From an optimization exercise on the open Yosys and OpenROAD flow, aimed at small area and a short achievable clock period; shortcuts taken in it are not production practice.
In this exercise RTL edits were held to simulation tests only and were not proved equivalent to the original.
Power is estimated from default activity; no workload was simulated.

==> run a <==
==> flow/design.v (excerpt) <==
module spi_slave_bridge #(
  parameter int W = 32,
  parameter int TAG_W = 4,
  parameter int TX_DEPTH = 64,
  parameter int RX_DEPTH = 16,
  parameter int URGENT_LVL = 48
) (
  input  logic         clk,
  input  logic         rst,
  input  logic         spi_clk,
  input  logic         spi_mosi,
  input  logic         spi_cs,
  output logic         spi_miso,
  output logic         gpio_rd_valid,
  output logic         gpio_rd_urgent,
  input  logic         gpio_rd_cntreq,
  input  logic         wr_en,
  input  logic [W-1:0] wr_din,
  output logic         wr_full,
  input  logic         rd_en,
  output logic         rd_rdy,
  output logic [W-1:0] rd_dout,
  output logic [7:0]   rx_ovf_cnt,
  output logic [7:0]   short_cnt
);
  localparam int CNT_W = $clog2(TX_DEPTH + 1);
  localparam int SH_W = W - TAG_W - 4 - CNT_W;
  localparam int TX_AW = $clog2(TX_DEPTH);
  localparam int RX_CW = $clog2(RX_DEPTH + 1);
  localparam int BC_W = $clog2(W + 1);
  localparam int SC_W = $clog2(W);
  localparam int RXM = RX_DEPTH - 1;           
  localparam int RQ_W = $clog2(RXM);
  localparam int HI_N = TX_DEPTH / 8;
  logic [2:0] sck_s, cs_s, cr_s;
  logic [1:0] mosi_s;
  logic armed, active, stat_pending, status_ok;
  logic [BC_W-1:0] bit_cnt;                    
  logic [SC_W-1:0] tx_shn;
  logic src_fifo, src_stat;
  logic [SH_W-1:0] shadow;
  logic [CNT_W-1:0] cnt_snap, snap_n, tx_cnt, avail;
  logic [TX_DEPTH-1:0][W-1:0] tx_mem;
  logic [TX_AW-1:0] tx_wp, tx_rp, pf_n;
  logic [HI_N-1:0] pf_hi;                      
  logic [7:0] pf_lo;
  logic [TX_DEPTH-1:0] pf_sel;
  logic [W-1:0] tx_w, tx_pf, tx_rd, rx_sh, stat_word;
  ...
clock: 5.5 ns
lec_check: 0
cap_margin: 20
core_margin: 2
core_utilization: 40
slew_margin: 20
run.sh (not shown) runs the stock make flow with config.mk's settings and CLKGATE_MAP_FILE= SYNTH_SCRIPT=/design/flow/synth_recipe.tcl, a recipe that flattens the netlist after the stock synthesis.
==> inputs of run b, as changes to run a <==
==> flow/design.v (replaced) <==
module spi_slave_bridge #(
  parameter int W = 32,
  parameter int TAG_W = 4,
  parameter int TX_DEPTH = 64,
  parameter int RX_DEPTH = 16,
  parameter int URGENT_LVL = 48
) (
  input  logic         clk,
  input  logic         rst,
  input  logic         spi_clk,
  input  logic         spi_mosi,
  input  logic         spi_cs,
  output logic         spi_miso,
  output logic         gpio_rd_valid,
  output logic         gpio_rd_urgent,
  input  logic         gpio_rd_cntreq,
  input  logic         wr_en,
  input  logic [W-1:0] wr_din,
  output logic         wr_full,
  input  logic         rd_en,
  output logic         rd_rdy,
  output logic [W-1:0] rd_dout,
  output logic [7:0]   rx_ovf_cnt,
  output logic [7:0]   short_cnt
);
  localparam int CNT_W = $clog2(TX_DEPTH + 1);
  localparam int SH_W = W - TAG_W - 4 - CNT_W;
  localparam int RX_CW = $clog2(RX_DEPTH + 1);
  localparam int BC_W = $clog2(W + 1);
  localparam int SC_W = $clog2(W);
  localparam int RXM = RX_DEPTH - 1;           
  localparam int HI_N = TX_DEPTH / 8;
  logic [2:0] sck_s, cs_s, cr_s;
  logic [1:0] mosi_s;
  logic armed, active, stat_pending, status_ok;
  logic [BC_W-1:0] bit_cnt;                    
  logic [SC_W-1:0] tx_shn;
  logic src_fifo, src_stat;
  logic [SH_W-1:0] shadow;
  logic [CNT_W-1:0] cnt_snap, snap_n, tx_cnt, avail;
  logic [TX_DEPTH-1:0][W-1:0] tx_mem;
  logic [HI_N-1:0] wp_hi;                      
  logic [7:0] wp_lo;
  logic [HI_N-1:0] pf_hi;                      
  logic [7:0] pf_lo;
  logic [TX_DEPTH-1:0] pf_sel;
  logic [W-1:0] tx_w, tx_pf, tx_rd, rx_sh, stat_word;
  logic [RXM-1:0][W-1:0] rx_mem;
  logic [RXM-1:0] rx_wq, rx_rq;                
  logic [RX_CW-1:0] rx_cnt;
  logic [W-1:0] rx_rd, rx_head_n;
  logic sck_rise, sck_fall, cs_fall, cs_rise, cr_edge, done, load, pop_tx, push_tx;
  logic push_rx, push_rx_ok, pop_rx, stat_n, avail_nz, sel_fifo, sel_stat, pf_inc, pf_dec;
  logic rx_tag_nz;                             
  logic tx_is0, tx_is1, tx_is2, rx_full, rx_is1, rx_is2, rx_is15, pf_byp, rx_wr_mem;
  logic rx_head_en, rx_adv;
  always_comb begin
    sck_rise = sck_s[1] & ~sck_s[2];
    sck_fall = ~sck_s[1] & sck_s[2];
    cs_fall = armed & ~cs_s[1] & cs_s[2];
    cs_rise = cs_s[1] & ~cs_s[2];
    cr_edge = cr_s[1] ^ cr_s[2];
    done = bit_cnt[BC_W-1];
    load = done | cs_fall;
    tx_is2 = tx_cnt == CNT_W'(2);
    pop_tx = done & src_fifo;
    push_tx = wr_en & (|wr_din[W-1 -: TAG_W]) & ~tx_cnt[CNT_W-1];
    push_rx = done & rx_tag_nz;
    push_rx_ok = push_rx & ~rx_full;
    pop_rx = rd_en & rd_rdy;
    stat_n = cr_edge | (stat_pending & ~(done & src_stat));
    snap_n = cr_edge ? tx_cnt : cnt_snap;
    avail = tx_cnt - CNT_W'(pop_tx);
    avail_nz = ~tx_is0 & ~(pop_tx & tx_is1);
    sel_stat = stat_n;
    sel_fifo = ~stat_n & avail_nz;
    stat_word = {{TAG_W{1'b0}}, 1'b1, sel_stat, ~avail_nz, status_ok,
                 sel_stat ? snap_n : avail, shadow};
    pf_inc = sel_fifo & (pop_tx | (load & ~src_fifo));
    pf_dec = cs_fall & src_fifo & ~sel_fifo;
    for (int i = 0; i < TX_DEPTH; i++) pf_sel[i] = pf_hi[i / 8] & pf_lo[i % 8];
    tx_rd = '0;
    for (int i = 0; i < TX_DEPTH; i++) tx_rd = tx_rd | (tx_mem[i] & {W{pf_sel[i]}});
    pf_byp = push_tx & (src_fifo ? tx_is1 : tx_is0);
    rx_is2 = rx_cnt == RX_CW'(2);
    rx_is15 = rx_cnt == RX_CW'(RX_DEPTH - 1);
    rx_rd = '0;
    for (int i = 0; i < RXM; i++) rx_rd = rx_rd | (rx_mem[i] & {W{rx_rq[i]}});
    rx_adv = pop_rx & ~rx_is1;
    rx_wr_mem = push_rx_ok & rd_rdy & ~(pop_rx & rx_is1);
    rx_head_en = pop_rx | (push_rx_ok & ~rd_rdy);
    rx_head_n = (~rd_rdy | rx_is1) ? (rx_sh & {W{push_rx_ok}}) : rx_rd;
  end
  always_ff @(posedge clk) cr_s <= {cr_s[1:0], gpio_rd_cntreq};
  always_ff @(posedge clk) begin
    for (int i = 0; i < TX_DEPTH; i++)
      if (push_tx & wp_hi[i / 8] & wp_lo[i % 8]) tx_mem[i] <= wr_din;
    for (int i = 0; i < RXM; i++)
      if (rx_wr_mem & rx_wq[i]) rx_mem[i] <= rx_sh;
    tx_pf <= pf_byp ? wr_din : tx_rd;
  end
  always_ff @(posedge clk) begin
    if (rst) begin
      sck_s <= '0;
      cs_s <= '0;
      mosi_s <= '0;
      armed <= 1'b0;
      active <= 1'b0;
      bit_cnt <= '0;
      tx_is0 <= 1'b1;
      tx_is1 <= 1'b0;
      src_fifo <= 1'b0;
      src_stat <= 1'b0;
      stat_pending <= 1'b0;
      status_ok <= 1'b0;
      shadow <= '0;
      tx_cnt <= '0;
      wp_hi <= HI_N'(1);
      wp_lo <= 8'd1;
      pf_hi <= HI_N'(1);
      pf_lo <= 8'd1;
      rx_cnt <= '0;
      rd_rdy <= 1'b0;
      rd_dout <= '0;
      rx_full <= 1'b0;
      rx_is1 <= 1'b0;
      rx_wq <= RXM'(1);
      rx_rq <= RXM'(1);
      rx_ovf_cnt <= '0;
      short_cnt <= '0;
      spi_miso <= 1'b0;
      gpio_rd_valid <= 1'b0;
      gpio_rd_urgent <= 1'b0;
      wr_full <= 1'b0;
    end else begin
      sck_s <= {sck_s[1:0], spi_clk};
      cs_s <= {cs_s[1:0], spi_cs};
      mosi_s <= {mosi_s[0], spi_mosi};
      armed <= armed | cs_rise;
      stat_pending <= stat_n;
      spi_miso <= active & tx_w[SC_W'(W - 1) - tx_shn];
      if (load) begin
        bit_cnt <= '0;
        src_fifo <= sel_fifo;
        src_stat <= sel_stat;
      end else if (active & sck_rise) begin
        bit_cnt <= bit_cnt + 1'b1;
      end
      if (cs_fall) active <= 1'b1;
      if (active & cs_rise) begin
        active <= 1'b0;
        bit_cnt <= '0;
        if (!done && bit_cnt != '0 && short_cnt != 8'hFF) short_cnt <= short_cnt + 8'd1;
      end
      if (wr_en & ~|wr_din[W-1 -: TAG_W]) begin
        shadow <= wr_din[SH_W-1:0];
        status_ok <= 1'b1;
      end
      if (push_tx & ~pop_tx) tx_cnt <= tx_cnt + 1'b1;
      else if (pop_tx & ~push_tx) tx_cnt <= tx_cnt - 1'b1;
      if (push_tx) begin
        wp_lo <= {wp_lo[6:0], wp_lo[7]};
        if (wp_lo[7]) wp_hi <= {wp_hi[HI_N-2:0], wp_hi[HI_N-1]};
      end
      tx_is0 <= (tx_is0 & ~push_tx) | (tx_is1 & pop_tx & ~push_tx);
      tx_is1 <= (tx_is0 & push_tx) | (tx_is1 & ~(push_tx ^ pop_tx)) | (tx_is2 & pop_tx & ~push_tx);
      if (pf_inc) begin
        pf_lo <= {pf_lo[6:0], pf_lo[7]};
        if (pf_lo[7]) pf_hi <= {pf_hi[HI_N-2:0], pf_hi[HI_N-1]};
      end else if (pf_dec) begin
        pf_lo <= {pf_lo[0], pf_lo[7:1]};
        if (pf_lo[0]) pf_hi <= {pf_hi[0], pf_hi[HI_N-1:1]};
      end
      gpio_rd_valid <= ~tx_is0;
      gpio_rd_urgent <= tx_cnt >= CNT_W'(URGENT_LVL);
      wr_full <= tx_cnt == CNT_W'(TX_DEPTH);
      if (push_rx_ok & ~pop_rx) rx_cnt <= rx_cnt + 1'b1;
      else if (pop_rx & ~push_rx_ok) rx_cnt <= rx_cnt - 1'b1;
      rd_rdy <= push_rx_ok | (rd_rdy & ~(pop_rx & rx_is1));
      if (rx_head_en) rd_dout <= rx_head_n;
      rx_full <= (rx_full & ~pop_rx) | (rx_is15 & push_rx_ok & ~pop_rx);
      rx_is1 <= (rx_is1 & ~(push_rx_ok ^ pop_rx)) | (~rd_rdy & push_rx_ok) |
                (rx_is2 & pop_rx & ~push_rx_ok);
      if (rx_wr_mem) rx_wq <= {rx_wq[RXM-2:0], rx_wq[RXM-1]};
      if (rx_adv) rx_rq <= {rx_rq[RXM-2:0], rx_rq[RXM-1]};
      if (push_rx & ~push_rx_ok & (rx_ovf_cnt != 8'hFF)) rx_ovf_cnt <= rx_ovf_cnt + 8'd1;
    end
  end
  always_ff @(posedge clk) begin
    cnt_snap <= snap_n;
    if (load) tx_shn <= '0;
    else if (active & sck_rise) begin
      rx_sh <= {rx_sh[W-2:0], mosi_s[1]};
      rx_tag_nz <= |rx_sh[W-2 -: TAG_W];
    end
    else if (active & sck_fall & (bit_cnt != '0)) tx_shn <= tx_shn + 1'b1;
  end
  always_ff @(posedge clk)
    if (load & ~(sel_fifo & src_fifo & ~pop_tx)) tx_w <= sel_fifo ? tx_pf : stat_word;
endmodule
ABC_CLOCK_PERIOD_IN_PS = 2500   (was default)
CORE_UTILIZATION = 45   (was 40)
CTS_CLUSTER_DIAMETER = 100   (was default)
CTS_CLUSTER_SIZE = 24   (was default)
SETUP_SLACK_MARGIN = 3.1   (was default)
==> qor summary <==
item                                                                         run a        run b
WL per Instance                                                            39.8 um      44.6 um
Well Taps                                                                     3384         3009
Post-detailed-routing wire length                                        398000 um    433000 um
Level count of the clock H-tree                                                  5            4
Cell Area, Synth                                                        0.103 mm^2   0.103 mm^2
Placed Instance Area                                                    0.110 mm^2   0.108 mm^2
Worst-margin pin slew                                                      1260 ps      1220 ps
Cell area power density                                                369 mW/mm^2  305 mW/mm^2
Endpoint of the worst hold-timing path                                     cr_s[2]      cr_s[1]
Clock share of power                                                         43.1%        31.7%
Count of inverters not on the clock network in the layout                       53           65
WL met3                                                                   67200 um     81200 um
Parity-gate share of the synthesized area counting xor and xnor cells       0.384%       0.289%
Run status                                                timing/DRC/antenna clean  timing/DRC/antenna clean
Period utilization                                                           76.6%        48.2%
Post-placement setup slack                                                  759 ps      1100 ps
Synthesized-area fraction occupied by ao, oa, aoi and oai cells              13.0%        12.7%
Worst slew margin                                                            15.7%        18.9%
M3 GR Usage                                                                  11.8%        15.5%
Initial standard-cell utilization of the core                                40.1%        45.3%
Capturing point of the worst reg2reg path                                 tx_pf[4]    tx_pf[16]
Antenna diode count                                                             17           23

## separate check: timing with driven ports
The flow's constraints put no driver on any port. The routed layouts listed below were extracted and timed again, unchanged, in two steps.
Step 1, drivers: a clkbuf_16 drives clk and a buf_2 each remaining input, both assumed.
Step 2 also shifts input and output timing later by t, the mid clock arrival at the registers, as if the neighbouring blocks saw the same clock.
a / b / c = ideal ports / drivers / drivers and shift; a / b = the first two.
run	shift t [ns]	setup WS [ns]	worst setup path at the end
run a	1.016	1.289 / 1.289 / 0.599	input to register
run b	0.950	2.847 / 2.830 / 2.063	input to register
After both steps every run listed still meets setup and hold. The setup slack of run b, which loses most, moves by -0.017 ns with the drivers and by -0.784 ns with both steps.
